What follows belongs to an exercise in optimizing a design on an open flow for small area and few clock cycles; a production flow would make more cautious choices. Where RTL was checked, it was by simulation tests only, not by an equivalence proof against the original.

==> 09-21 <==
==> flow/design.v <==
package image_window_pkg;
  localparam logic [3:0] CMD_WRITE    = 4'd0;
  localparam logic [3:0] CMD_UP       = 4'd1;
  localparam logic [3:0] CMD_DOWN     = 4'd2;
  localparam logic [3:0] CMD_LEFT     = 4'd3;
  localparam logic [3:0] CMD_RIGHT    = 4'd4;
  localparam logic [3:0] CMD_AVG      = 4'd5;
  localparam logic [3:0] CMD_MIRROR_X = 4'd6;
  localparam logic [3:0] CMD_MIRROR_Y = 4'd7;
  localparam logic [3:0] CMD_MAX      = 4'd8;
  localparam logic [3:0] CMD_MIN      = 4'd9;
  localparam logic [3:0] CMD_ROT_CW   = 4'd10;
  localparam logic [3:0] CMD_ROT_CCW  = 4'd11;
  localparam logic [3:0] CMD_ORIGIN   = 4'd12;
  typedef enum logic [1:0] {
    ST_LOAD  = 2'd0,
    ST_IDLE  = 2'd1,
    ST_EXEC  = 2'd2,
    ST_WRITE = 2'd3
  } state_e;
endpackage
import image_window_pkg::*;
module image_window_alu
#(
  parameter int DW = 8
) (
  input  logic [3:0]    op,
  input  logic          flip,    
  input  logic          ld,      
  input  logic [DW-1:0] rom,
  input  logic [DW-1:0] v00,
  input  logic [DW-1:0] v01,
  input  logic [DW-1:0] v10,
  input  logic [DW-1:0] v11,
  output logic [DW-1:0] n00,
  output logic [DW-1:0] n01,
  output logic [DW-1:0] n10,
  output logic [DW-1:0] n11
);
  function automatic logic gt(input logic [DW-1:0] a, input logic [DW-1:0] b);
    gt = 1'b0;
    for (int i = 0; i < DW; i++) gt = (a[i] & ~b[i]) | (~(a[i] ^ b[i]) & gt);
  endfunction
  logic [DW+1:0] sum_s, cs2_s;
  logic [DW-1:0] ss1_s;
  logic [DW:0]   cs1_s, ss2_s;
  logic [DW-1:0] avg_s, c0_s, c1_s, ext_s, red_s;
  logic          mn_s, cw_s, nbr_s, vd_s, vo_s;
  always_comb begin
    ss1_s  = v00 ^ v01 ^ v10;
    cs1_s  = {(v00 & v01) | (v00 & v10) | (v01 & v10), 1'b0};
    ss2_s  = {1'b0, ss1_s} ^ cs1_s ^ {1'b0, v11};
    cs2_s  = {({1'b0, ss1_s} & cs1_s) | ({1'b0, ss1_s} & {1'b0, v11}) | (cs1_s & {1'b0, v11}), 1'b0};
    sum_s = {1'b0, ss2_s} + cs2_s;
    avg_s = DW'(sum_s >> 2);
    mn_s  = (op == CMD_MIN);
    c0_s  = (gt(v00, v01) ^ mn_s) ? v00 : v01;
    c1_s  = (gt(v10, v11) ^ mn_s) ? v10 : v11;
    ext_s = (gt(c0_s, c1_s) ^ mn_s) ? c0_s : c1_s;
    red_s = ld ? rom : (op == CMD_AVG) ? avg_s : ext_s;
    cw_s  = (op == CMD_ROT_CW) ^ flip;
    nbr_s = !ld && (op == CMD_MIRROR_X || op == CMD_MIRROR_Y || op == CMD_ROT_CW || op == CMD_ROT_CCW);
    vd_s  = (op == CMD_MIRROR_X) || (op[3] && cw_s);
    vo_s  = (op == CMD_MIRROR_X) || (op[3] && !cw_s);
  end
  logic sr_s, sdv_s, sdh_s, sov_s, soh_s;
  assign sr_s  = !nbr_s;
  assign sdv_s = nbr_s && vd_s;
  assign sdh_s = nbr_s && !vd_s;
  assign sov_s = nbr_s && vo_s;
  assign soh_s = nbr_s && !vo_s;
  assign n00 = ({DW{sr_s}} & red_s) | ({DW{sdv_s}} & v10) | ({DW{sdh_s}} & v01);
  assign n11 = ({DW{sr_s}} & red_s) | ({DW{sdv_s}} & v01) | ({DW{sdh_s}} & v10);
  assign n01 = ({DW{sr_s}} & red_s) | ({DW{sov_s}} & v11) | ({DW{soh_s}} & v00);
  assign n10 = ({DW{sr_s}} & red_s) | ({DW{sov_s}} & v00) | ({DW{soh_s}} & v11);
endmodule
import image_window_pkg::*;
module image_window_ctrl
#(
  parameter int IMG_W = 8,
  parameter int IMG_H = 8,
  parameter int DW    = 8
) (
  input  logic                          clk,
  input  logic                          reset,
  input  logic [3:0]                    cmd,
  input  logic                          cmd_valid,
  output logic                          busy,
  output logic                          done,
  output logic                          rom_rd,
  output logic [$clog2(IMG_W*IMG_H)-1:0] rom_addr,
  input  logic [DW-1:0]                 rom_data,
  output logic                          ram_we,
  output logic [$clog2(IMG_W*IMG_H)-1:0] ram_addr,
  output logic [DW-1:0]                 ram_wdata
);
  localparam logic [2:0] X_HOME = 3'(IMG_W / 2 - 1);
  localparam logic [2:0] Y_HOME = 3'(IMG_H / 2 - 1);
  localparam logic [2:0] X_MAX  = 3'(IMG_W - 2);
  localparam logic [2:0] Y_MAX  = 3'(IMG_H - 2);
  localparam logic [5:0] S_LAST = 6'd32;    
  logic [5:0]    s_r, s_nxt_s;
  logic          busy_r, done_r, ld_r, cap_r;
  logic [2:0]    x_r, y_r;
  logic [2:0]    vx_s, vy_s;
  logic [1:0]    ri_s [2];
  logic [1:0]    ci_s [2];
  logic [DW-1:0] v_s [2][2];
  logic [DW-1:0] n_s [2][2];
  logic          acc_s, op_wr_s, ld_end_s, rd_s, wr_s;
  assign s_nxt_s = {s_r[4:0], s_r[5] ^ s_r[4] ^ (s_r[4:0] == 5'd0)};
  assign acc_s   = cmd_valid && !busy_r;
  assign rd_s    = busy_r && ld_r && !(cap_r && s_r == 6'd0);
  assign ld_end_s = busy_r && ld_r && cap_r && s_r == 6'd0;
  assign wr_s    = busy_r && !ld_r;
  always_comb begin
    case (cmd)
      CMD_AVG, CMD_MIRROR_X, CMD_MIRROR_Y, CMD_MAX, CMD_MIN, CMD_ROT_CW, CMD_ROT_CCW:
               op_wr_s = 1'b1;
      default: op_wr_s = 1'b0;
    endcase
  end
  assign vx_s = busy_r ? s_r[2:0] : x_r;
  assign vy_s = busy_r ? s_r[5:3] : y_r;
  assign ci_s[1] = vx_s[2:1];
  assign ci_s[0] = vx_s[2:1] + 2'(vx_s[0]);
  assign ri_s[1] = vy_s[2:1];
  assign ri_s[0] = vy_s[2:1] + 2'(vy_s[0]);
  for (genvar py = 0; py < 2; py++) begin : g_py
    for (genvar px = 0; px < 2; px++) begin : g_px
      logic          bank_we_s;
      logic [3:0]    idx_s;
      logic [DW-1:0] mem_r [16];
      assign idx_s = {ri_s[py], ci_s[px]};
      assign v_s[py][px] = mem_r[idx_s];
      assign bank_we_s = busy_r ? (ld_r && cap_r && s_r[3] == 1'(py) && s_r[0] == 1'(px))
                                : (cmd_valid && op_wr_s);
      for (genvar e = 0; e < 16; e++) begin : g_e
        always_ff @(posedge clk) begin
          if (bank_we_s && idx_s == 4'(e)) mem_r[e] <= n_s[py][px];
        end
      end
    end
  end
  image_window_alu #(.DW(DW)) u_alu (
    .op   (cmd),
    .flip (x_r[0] ^ y_r[0]),
    .ld   (busy_r),
    .rom  (rom_data),
    .v00  (v_s[0][0]),
    .v01  (v_s[0][1]),
    .v10  (v_s[1][0]),
    .v11  (v_s[1][1]),
    .n00  (n_s[0][0]),
    .n01  (n_s[0][1]),
    .n10  (n_s[1][0]),
    .n11  (n_s[1][1])
  );
  always_ff @(posedge clk or posedge reset) begin
    if (reset) begin
      s_r    <= 6'd0;
      busy_r <= 1'b1;
      done_r <= 1'b0;
      ld_r   <= 1'b1;
      cap_r  <= 1'b0;
      x_r    <= X_HOME;
      y_r    <= Y_HOME;
    end else begin
      cap_r <= 1'b1;
      if (rd_s || wr_s) s_r <= s_nxt_s;
      if (ld_end_s) begin
        ld_r   <= 1'b0;
        busy_r <= 1'b0;
      end
      if (wr_s && s_r == S_LAST) begin
        busy_r <= 1'b0;
        done_r <= 1'b1;
      end
      if (acc_s) begin
        done_r <= 1'b0;
        case (cmd)
          CMD_WRITE:  busy_r <= 1'b1;
          CMD_UP:     if (y_r != 3'd0) y_r <= y_r - 3'd1;
          CMD_DOWN:   if (y_r < Y_MAX) y_r <= y_r + 3'd1;
          CMD_LEFT:   if (x_r != 3'd0) x_r <= x_r - 3'd1;
          CMD_RIGHT:  if (x_r < X_MAX) x_r <= x_r + 3'd1;
          CMD_ORIGIN: begin x_r <= X_HOME; y_r <= Y_HOME; end
          default:    ;
        endcase
      end
    end
  end
  assign busy      = busy_r;
  assign done      = done_r;
  assign rom_rd    = rd_s;
  assign rom_addr  = s_nxt_s;
  assign ram_we    = wr_s;
  assign ram_addr  = s_r;
  assign ram_wdata = v_s[s_r[3]][s_r[0]];
endmodule
==> flow/flow/run.sh <==
#!/bin/bash
# Own layout flow: the standard ORFS flow (standard.sh) with three changes:
#  - synthesis maps with an area-oriented ABC script (flow/abc_area.script) and without
#    Yosys's full-adder extraction, so ABC sees the adders and comparators as plain logic;
#  - port buffers are the smallest buffer cell;
#  - the clock tree uses small clock buffers, sink clusters of up to 15 registers and no
#    dummy loads.
# Registers, their names and cell types are those of the standard synthesis (dfflibmap runs
# before ABC and is unchanged). Each step's output goes to its own log here.
set -euo pipefail
W=$(pwd)
S=$W/scripts_local
rm -rf "$S"
mkdir -p "$S"
cp -r "$FLOW_HOME/scripts/." "$S/"
cp "$W/flow/abc_area.script" "$S/abc_area.script"
VARS=(
  "SCRIPTS_DIR=$S"
  "ADDER_MAP_FILE="
  "BUFFER_PORTS_ARGS=-buffer_cell sky130_fd_sc_hd__buf_1"
  "CTS_ARGS=-sink_clustering_enable -repair_clock_nets -dont_use_dummy_load -buf_list sky130_fd_sc_hd__clkbuf_8 -sink_clustering_size 15 -sink_clustering_max_diameter 80 -root_buf sky130_fd_sc_hd__clkbuf_4 -tree_buf sky130_fd_sc_hd__clkbuf_4"
)
bash standard.sh "${VARS[@]}" synth > "$W/log_synth.txt" 2>&1
bash standard.sh "${VARS[@]}" floorplan > "$W/log_floorplan.txt" 2>&1
bash standard.sh "${VARS[@]}" place > "$W/log_place.txt" 2>&1
bash standard.sh "${VARS[@]}" cts > "$W/log_cts.txt" 2>&1
bash standard.sh "${VARS[@]}" finish > "$W/log_finish.txt" 2>&1
test -s "$W/out/final.def"
==> flow/flow/abc_area.script <==
strash
&get -n
&dch
&nf -R 1000
&put
==> flow/standard.sh <==
#!/bin/bash
# synth_recipe.tcl (not shown) runs the flow's synth.tcl, then flattens the netlist and writes it again
# the make line also repeats each setting of config.mk as NAME=value (left out here)
make -C /OpenROAD-flow-scripts/flow DESIGN_CONFIG=/design/flow/config.mk WORK_HOME=/design/flow/orfs CLKGATE_MAP_FILE= SYNTH_SCRIPT=/design/flow/synth_recipe.tcl "${@:-finish}"
==> flow/config.mk <==
export PLATFORM = sky130hd
export DESIGN_NAME = image_window_ctrl
export DESIGN_NICKNAME = image_window_ctrl
export VERILOG_FILES = /design/flow/design.v
export SDC_FILE = /design/flow/constraint.sdc
export NUM_CORES = 4
export LEC_CHECK = 0
export ABC_AREA = 1
export CAP_MARGIN = 10
export CORE_MARGIN = 2
export CORE_UTILIZATION = 65
export GPL_TIMING_DRIVEN = 0
export PLACE_DENSITY = 0.8
export SLEW_MARGIN = 5
==> flow/constraint.sdc <==
create_clock -name core_clock -period 12.0 [get_ports {clk}]
set_input_delay 2.4000 -clock core_clock [delete_from_list [all_inputs] [get_ports {clk}]]
set_output_delay 2.4000 -clock core_clock [all_outputs]
set_load 0.01 [all_outputs]
==> inputs of 01-18, as changes to 09-21 <==
--- a/flow/design.v
+++ b/flow/design.v
@@ -28,4 +28,2 @@
   input  logic          flip,    
-  input  logic          ld,      
-  input  logic [DW-1:0] rom,
   input  logic [DW-1:0] v00,
@@ -43,13 +41,7 @@
   endfunction
-  logic [DW+1:0] sum_s, cs2_s;
-  logic [DW-1:0] ss1_s;
-  logic [DW:0]   cs1_s, ss2_s;
+  logic [DW+1:0] sum_s;
   logic [DW-1:0] avg_s, c0_s, c1_s, ext_s, red_s;
-  logic          mn_s, cw_s, nbr_s, vd_s, vo_s;
+  logic          mn_s, cw_s;
   always_comb begin
-    ss1_s  = v00 ^ v01 ^ v10;
-    cs1_s  = {(v00 & v01) | (v00 & v10) | (v01 & v10), 1'b0};
-    ss2_s  = {1'b0, ss1_s} ^ cs1_s ^ {1'b0, v11};
-    cs2_s  = {({1'b0, ss1_s} & cs1_s) | ({1'b0, ss1_s} & {1'b0, v11}) | (cs1_s & {1'b0, v11}), 1'b0};
-    sum_s = {1'b0, ss2_s} + cs2_s;
+    sum_s = (DW+2)'(v00) + (DW+2)'(v01) + (DW+2)'(v10) + (DW+2)'(v11);
     avg_s = DW'(sum_s >> 2);
@@ -59,18 +51,18 @@
     ext_s = (gt(c0_s, c1_s) ^ mn_s) ? c0_s : c1_s;
-    red_s = ld ? rom : (op == CMD_AVG) ? avg_s : ext_s;
+    red_s = (op == CMD_AVG) ? avg_s : ext_s;
     cw_s  = (op == CMD_ROT_CW) ^ flip;
-    nbr_s = !ld && (op == CMD_MIRROR_X || op == CMD_MIRROR_Y || op == CMD_ROT_CW || op == CMD_ROT_CCW);
-    vd_s  = (op == CMD_MIRROR_X) || (op[3] && cw_s);
-    vo_s  = (op == CMD_MIRROR_X) || (op[3] && !cw_s);
   end
-  logic sr_s, sdv_s, sdh_s, sov_s, soh_s;
-  assign sr_s  = !nbr_s;
-  assign sdv_s = nbr_s && vd_s;
-  assign sdh_s = nbr_s && !vd_s;
-  assign sov_s = nbr_s && vo_s;
-  assign soh_s = nbr_s && !vo_s;
-  assign n00 = ({DW{sr_s}} & red_s) | ({DW{sdv_s}} & v10) | ({DW{sdh_s}} & v01);
-  assign n11 = ({DW{sr_s}} & red_s) | ({DW{sdv_s}} & v01) | ({DW{sdh_s}} & v10);
-  assign n01 = ({DW{sr_s}} & red_s) | ({DW{sov_s}} & v11) | ({DW{soh_s}} & v00);
-  assign n10 = ({DW{sr_s}} & red_s) | ({DW{sov_s}} & v00) | ({DW{soh_s}} & v11);
+  always_comb begin
+    case (op)
+      CMD_MIRROR_X: begin n00 = v10; n01 = v11; n10 = v00; n11 = v01; end
+      CMD_MIRROR_Y: begin n00 = v01; n01 = v00; n10 = v11; n11 = v10; end
+      CMD_ROT_CW, CMD_ROT_CCW: begin
+        n00 = cw_s ? v10 : v01;
+        n11 = cw_s ? v01 : v10;
+        n01 = cw_s ? v00 : v11;
+        n10 = cw_s ? v11 : v00;
+      end
+      default:      begin n00 = red_s; n01 = red_s; n10 = red_s; n11 = red_s; end
+    endcase
+  end
 endmodule
@@ -131,2 +123,3 @@
       logic          bank_we_s;
+      logic [DW-1:0] wd_s;
       logic [3:0]    idx_s;
@@ -137,5 +130,6 @@
                                 : (cmd_valid && op_wr_s);
+      assign wd_s = busy_r ? rom_data : n_s[py][px];
       for (genvar e = 0; e < 16; e++) begin : g_e
         always_ff @(posedge clk) begin
-          if (bank_we_s && idx_s == 4'(e)) mem_r[e] <= n_s[py][px];
+          if (bank_we_s && idx_s == 4'(e)) mem_r[e] <= wd_s;
         end
@@ -147,4 +141,2 @@
     .flip (x_r[0] ^ y_r[0]),
-    .ld   (busy_r),
-    .rom  (rom_data),
     .v00  (v_s[0][0]),
==> flow/run.sh (new file) <==
#!/bin/bash
# synth_recipe.tcl (not shown) runs the flow's synth.tcl, then flattens the netlist and writes it again
# the make line also repeats each setting of config.mk as NAME=value (left out here)
make -C /OpenROAD-flow-scripts/flow DESIGN_CONFIG=/design/flow/config.mk WORK_HOME=/design/flow/orfs CLKGATE_MAP_FILE= SYNTH_SCRIPT=/design/flow/synth_recipe.tcl finish
CAP_MARGIN = 20   (was 10)
CORE_UTILIZATION = 50   (was 65)
CTS_BUF_LIST = sky130_fd_sc_hd__clkbuf_4   (was default)
CTS_CLUSTER_SIZE = 20   (was default)
GPL_TIMING_DRIVEN = default   (was 0)
PLACE_DENSITY = 0.65   (was 0.8)
SLEW_MARGIN = 20   (was 5)
removed: flow/flow/run.sh
removed: flow/flow/abc_area.script
removed: flow/standard.sh
==> inputs of 10-02, as changes to 09-21 <==
--- a/flow/design.v
+++ b/flow/design.v
@@ -65,12 +65,6 @@
   end
-  logic sr_s, sdv_s, sdh_s, sov_s, soh_s;
-  assign sr_s  = !nbr_s;
-  assign sdv_s = nbr_s && vd_s;
-  assign sdh_s = nbr_s && !vd_s;
-  assign sov_s = nbr_s && vo_s;
-  assign soh_s = nbr_s && !vo_s;
-  assign n00 = ({DW{sr_s}} & red_s) | ({DW{sdv_s}} & v10) | ({DW{sdh_s}} & v01);
-  assign n11 = ({DW{sr_s}} & red_s) | ({DW{sdv_s}} & v01) | ({DW{sdh_s}} & v10);
-  assign n01 = ({DW{sr_s}} & red_s) | ({DW{sov_s}} & v11) | ({DW{soh_s}} & v00);
-  assign n10 = ({DW{sr_s}} & red_s) | ({DW{sov_s}} & v00) | ({DW{soh_s}} & v11);
+  assign n00 = !nbr_s ? red_s : vd_s ? v10 : v01;
+  assign n11 = !nbr_s ? red_s : vd_s ? v01 : v10;
+  assign n01 = !nbr_s ? red_s : vo_s ? v11 : v00;
+  assign n10 = !nbr_s ? red_s : vo_s ? v00 : v11;
 endmodule
--- a/flow/flow/run.sh
+++ b/flow/flow/run.sh
@@ -5,4 +5,3 @@
 #  - port buffers are the smallest buffer cell;
-#  - the clock tree uses small clock buffers, sink clusters of up to 15 registers and no
-#    dummy loads.
+#  - the clock tree uses larger sink clusters and no dummy loads.
 # Registers, their names and cell types are those of the standard synthesis (dfflibmap runs
@@ -20,3 +19,3 @@
   "BUFFER_PORTS_ARGS=-buffer_cell sky130_fd_sc_hd__buf_1"
-  "CTS_ARGS=-sink_clustering_enable -repair_clock_nets -dont_use_dummy_load -buf_list sky130_fd_sc_hd__clkbuf_8 -sink_clustering_size 15 -sink_clustering_max_diameter 80 -root_buf sky130_fd_sc_hd__clkbuf_4 -tree_buf sky130_fd_sc_hd__clkbuf_4"
+  "CTS_ARGS=-sink_clustering_enable -repair_clock_nets -dont_use_dummy_load -sink_clustering_size 25 -sink_clustering_max_diameter 120 -root_buf sky130_fd_sc_hd__clkbuf_4 -tree_buf sky130_fd_sc_hd__clkbuf_4"
 )
CAP_MARGIN = 5   (was 10)
CORE_UTILIZATION = 50   (was 65)
GPL_TIMING_DRIVEN = default   (was 0)
PLACE_DENSITY = 0.65   (was 0.8)
==> qor summary <==
metric	01-18	09-21	10-02
Run status	no timing/DRC/antenna violations	no timing/DRC/antenna violations	no timing/DRC/antenna violations
CP endpoint	g_py[1].g_px[1].mem_r[14][1]	g_py[1].g_px[0].mem_r[8][7]	g_py[1].g_px[1].mem_r[15][7]
Row count	79	66	76
Global-route wire length before repair	98.7 mm	76.6 mm	84.4 mm
Placer's final routability congestion estimate	1.02	0.916	0.915
Setup slack on the worst flop-to-flop path	2.23 ns	0.71 ns	0.83 ns
Minimum hold slack	0.500 ns	0.482 ns	0.488 ns
Sequential share of the synthesized area	0.671	0.733	0.731
Cell Area, Synth	23500 sq um	21500 sq um	21600 sq um
Sequential portion of the cell area	0.594	0.683	0.660
Stages on worst setup path	57	35	33
Vertical die dimension	221 microns	186 microns	212 microns
Clk Latency, worst-skew pair	0.98 ns	0.76 ns	0.90 ns
Placed wire-length estimate	44.8 mm	34.0 mm	38.5 mm
Final Util	0.572	0.708	0.557
Number of distinct library cells after synthesis	51	47	46
Iter 0 DRT Violations	1971	2254	1835
Hold path depth	1	2	2
Effective utilization at floorplan	0.507	0.660	0.504
Wire length on met3	5.98 mm	5.05 mm	3.93 mm
Testbench counts of 09-21, summed over its fixed seeds: cycles 3,880.
Testbench counts of 10-02, summed over its fixed seeds: cycles 3,880.
Function not checked in 01-18: the RTL went through the layout flow alone.

[static timing again, ports no longer ideal]
The results above use ideal ports. As a check the final layouts listed here were re-extracted and re-timed, cells and wires unchanged.
Step 1 sets driving cells, clkbuf_16 on the clock port and buf_2 on the other inputs (assumed; they add their load-dependent delay and slew).
Step 2, shift: input delay + t, output delay - t, t = (earliest + latest rising clock arrival at the registers) / 2. This alone moves slack from input paths to output paths.
a / b / c = ideal / step 1 / step 2; a / b = the first two.
| run | t (ns) | setup WS [ns] | worst register clock-pin slew, ns |
|---|---|---|---|
| 09-21 | 0.764 | 0.705 / 0.705 / 0.705 | 0.10 / 0.10 |
| 01-18 | 0.997 | 2.226 / 2.226 / 2.226 | 0.07 / 0.07 |
| 10-02 | 0.918 | 0.825 / 0.825 / 0.825 | 0.11 / 0.11 |
After both steps setup and hold are still met in every run listed.
